Context: an optimization exercise on an open-source flow, tuned for small area, a short achievable clock period and few clock cycles per item. The choices shown serve that exercise and are no tape-out recipe. Function was checked by simulation only, so behaviour that the tests miss may differ from the original. Power is estimated from default activity; no workload was simulated.

Setup of lane 1:
// sparse_conv_top
module sparse_conv_top #(
	parameter int MUL_TERMS = 3
) (
	input  logic             clk,
	input  logic             rst_n,
	input  logic             wb_cyc_i,
	input  logic             wb_stb_i,
	input  logic             wb_we_i,
	input  conv_pkg::waddr_t wb_adr_i,
	input  conv_pkg::word_t  wb_dat_i,
	output conv_pkg::word_t  wb_dat_o,
	output logic             wb_ack_o
);
Size in the first run: roughly 810 flip-flops, roughly 76 I/O pins.
Settings: LEC_CHECK=0, CAP_MARGIN=20, CELL_PAD_IN_SITES_DETAIL_PLACEMENT=1, CELL_PAD_IN_SITES_GLOBAL_PLACEMENT=2, CORE_MARGIN=2, CORE_UTILIZATION=40, CTS_CLUSTER_DIAMETER=80, CTS_CLUSTER_SIZE=20, PLACE_DENSITY=0.55, SETUP_SLACK_MARGIN=5, SLEW_MARGIN=20; clock period 22.0 ns.
run.sh (not shown) runs the stock make flow with config.mk's settings and CLKGATE_MAP_FILE= SYNTH_SCRIPT=/design/flow/synth_recipe.tcl, a recipe that flattens the netlist after the stock synthesis.
The final layout from lane 1, which completed every stage, passed the timing, DRC and antenna checks at the end of the flow.
Testbench counts of lane 1, summed over its fixed seeds: cycles 18,588, items 384.
#### Input delta (lane 2 over lane 1)
- a change of SLEW_MARGIN from 20 to 5
- a change of CAP_MARGIN from 20 to 5
- a deleted SETUP_SLACK_MARGIN that had been 5
==> flow/flow/run.sh (new file) <==
#!/bin/bash
# The standard layout (standard.sh: the standard flow's synthesis and ORFS flow), with
# repair_timing aiming for extra setup slack and free to resize cells across
# footprints, so the layout is optimised for a shorter achieved period. The
# clock period and the constraints are the design's.
set -euo pipefail
read -r -a EXTRA < flow/extra.txt
bash standard.sh "${EXTRA[@]}" finish > standard_flow.log 2>&1
==> flow/flow/extra.txt (new file) <==
SETUP_SLACK_MARGIN=16.5 MATCH_CELL_FOOTPRINT=0
==> flow/standard.sh (new file) <==
#!/bin/bash
# synth_recipe.tcl (not shown) runs the flow's synth.tcl, then flattens the netlist and writes it again
# the make line also repeats each setting of config.mk as NAME=value (left out here)
make -C /OpenROAD-flow-scripts/flow DESIGN_CONFIG=/design/flow/config.mk WORK_HOME=/design/flow/orfs CLKGATE_MAP_FILE= SYNTH_SCRIPT=/design/flow/synth_recipe.tcl "${@:-finish}"
removed: flow/run.sh
Worst hold margin in lane 2 is 15 ps above lane 1. Between lane 1 and lane 2, routed wire length increased. Detailed-routing wirelength on met1 ends up lower on lane 1. Leakage power total (lane 2 vs. lane 1) increases slightly. Fmax, lane 2 vs lane 1: up by more than 10%. There was hardly any difference in via-per-instance ratio between lane 1 and lane 2. Setup slack after layout: lane 2 vs lane 1 up 580 ps. Lane 1 has a lower proportion of final cell area spent on non-clock buffers than lane 2. Of lane 2 and lane 1, lane 1 shows the lower filler cell count in the final layout, with lane 2 above it. There was hardly any difference in via total after detailed routing between lane 1 and lane 2. Ratio of final minimum period to clock period, lane 2 and lane 1: larger value in lane 1.

========
Setup of 05-17:
sparse_conv_top, a different RTL version from the one above (not shown whole).
Size: ~3500 cells after synthesis.
// sparse_conv_top
module sparse_conv_top #(
	parameter int MUL_TERMS = 3
) (
	input  logic             clk,
	input  logic             rst_n,
	input  logic             wb_cyc_i,
	input  logic             wb_stb_i,
	input  logic             wb_we_i,
	input  conv_pkg::waddr_t wb_adr_i,
	input  conv_pkg::word_t  wb_dat_i,
	output conv_pkg::word_t  wb_dat_o,
	output logic             wb_ack_o
);
	function automatic logic [4:0] gfac(input logic [31:0] p);
		logic [4:0] lo;
		lo = p[4:0];
		if (|p[31:5] || lo >= 5'd21)
			gfac = 5'd21;
		else if (lo[4] && !lo[0])
			gfac = lo - 5'd1;
		else
			gfac = lo;
	endfunction
	function automatic logic [3:0] popcnt9(input logic [8:0] v);
		popcnt9 = '0;
		for (int i = 0; i < 9; i++) popcnt9 = popcnt9 + {3'd0, v[i]};
	endfunction
	function automatic logic [8:0] booth(input logic [5:0] b);
		logic [6:0] x;
		x = {b, 1'b0};
		for (int j = 0; j < 3; j++) begin
			booth[3*j]   = x[2*j+1] ^ x[2*j];
			booth[3*j+1] = (x[2*j+2] & ~x[2*j+1] & ~x[2*j]) | (~x[2*j+2] & x[2*j+1] & x[2*j]);
			booth[3*j+2] = x[2*j+2] & ~(x[2*j+1] & x[2*j]);
		end
	endfunction
	logic        ack_q;
	logic        wv_q;     
	logic        s2_q;     
	logic [5:0]  adr_q;
	logic [31:0] dat_q;
	logic        access;
	assign access   = wb_cyc_i & wb_stb_i & ~ack_q;
	assign wb_ack_o = ack_q;
	always_ff @(posedge clk or negedge rst_n) begin
		if (!rst_n) begin
			ack_q <= 1'b0;
			wv_q  <= 1'b0;
			s2_q  <= 1'b0;
		end else begin
			ack_q <= access;
			wv_q  <= access & wb_we_i;
			s2_q  <= wv_q;
		end
	end
	always_ff @(posedge clk) begin
		if (access) begin
			adr_q <= wb_adr_i;
			dat_q <= wb_dat_i;
		end
	end
	logic [31:0] kmem [3][3];    
	logic [8:0]  knz;
	logic [4:0]  gmem [4][4];    
	logic ph;       
	logic col;
	assign col = ~ph;
	function automatic logic [3:0] tap_rc(input logic [3:0] t);
		case (t)
			4'd0: tap_rc = {2'd0, 2'd0};
  ...
clock: 22.0 ns
lec_check: 0
cap_margin: 20
cell_pad_in_sites_detail_placement: 1
cell_pad_in_sites_global_placement: 2
core_margin: 2
core_utilization: 40
place_density: 0.55
slew_margin: 20
standard.sh (not shown) runs the stock make flow with config.mk's settings and CLKGATE_MAP_FILE= SYNTH_SCRIPT=/design/flow/synth_recipe.tcl, a recipe that flattens the netlist after the stock synthesis.
==> flow/flow/run.sh <==
#!/bin/bash
# The standard layout (standard.sh: the standard flow's synthesis and ORFS flow), with
# repair_timing aiming for extra setup slack and free to resize cells across
# footprints, so the layout is optimised for a shorter achieved period. The
# clock period and the constraints are the design's.
set -euo pipefail
read -r -a EXTRA < flow/extra.txt
bash standard.sh "${EXTRA[@]}" finish > standard_flow.log 2>&1
==> flow/flow/extra.txt <==
SETUP_SLACK_MARGIN=16.5 MATCH_CELL_FOOTPRINT=0
Testbench counts of 05-17, summed over its fixed seeds: cycles 18,588, items 384.
The following lists how 05-12 was set up differently from 05-17:
- CTS_CLUSTER_DIAMETER: unset -> 90
- CTS_CLUSTER_SIZE: unset -> 28
Findings:
Compared with 05-17, in 05-12 cell area after layout has decreased; number of buffers inserted to repair setup after CTS has decreased; clock network fraction of design power has decreased.
Delta (05-12 minus 05-17): proportion of cell area occupied by registers went up, total vias in the final route moved down, maximum clock insertion buffer count barely changed, global-route wire length before repair dropped about 1.2%, worst-case setup margin in the final layout decreased 0.020 ns.
05-12 — layout overhead on the synthesized area 3.7 points lower, 05-17 as reference

-- re-timing with driven ports --
The results above use ideal ports. As a check the final layouts listed here were re-extracted and re-timed, cells and wires unchanged.
Step 1 assumes that a clkbuf_16 drives the clock port and a buf_2 every other input.
Step 2 adds t to the input delays and takes it off the output delays; t is the mean of the earliest and latest rising clock arrival at the registers after step 1. Input paths then give back, and output paths get back, about the clock's delay inside the block.
a / b / c = no drivers / after step 1 / after step 2; a / b = the first two.
| run | shift t [ns] | slack for setup (ns) | worst setup path at the end |
|---|---|---|---|
| lane 1 | 0.754 | 15.800 / 15.729 / 15.169 | input to register |
| lane 2 | 0.738 | 16.379 / 16.314 / 15.797 | input to register |
| 05-17 | 0.742 | 16.414 / 16.342 / 15.822 | input to register |
| 05-12 | 0.734 | 16.393 / 16.321 / 15.804 | input to register |
After both steps every run listed still meets setup and hold. The setup slack of lane 1, which loses most, moves by -0.071 ns with the drivers and by -0.631 ns with both steps.
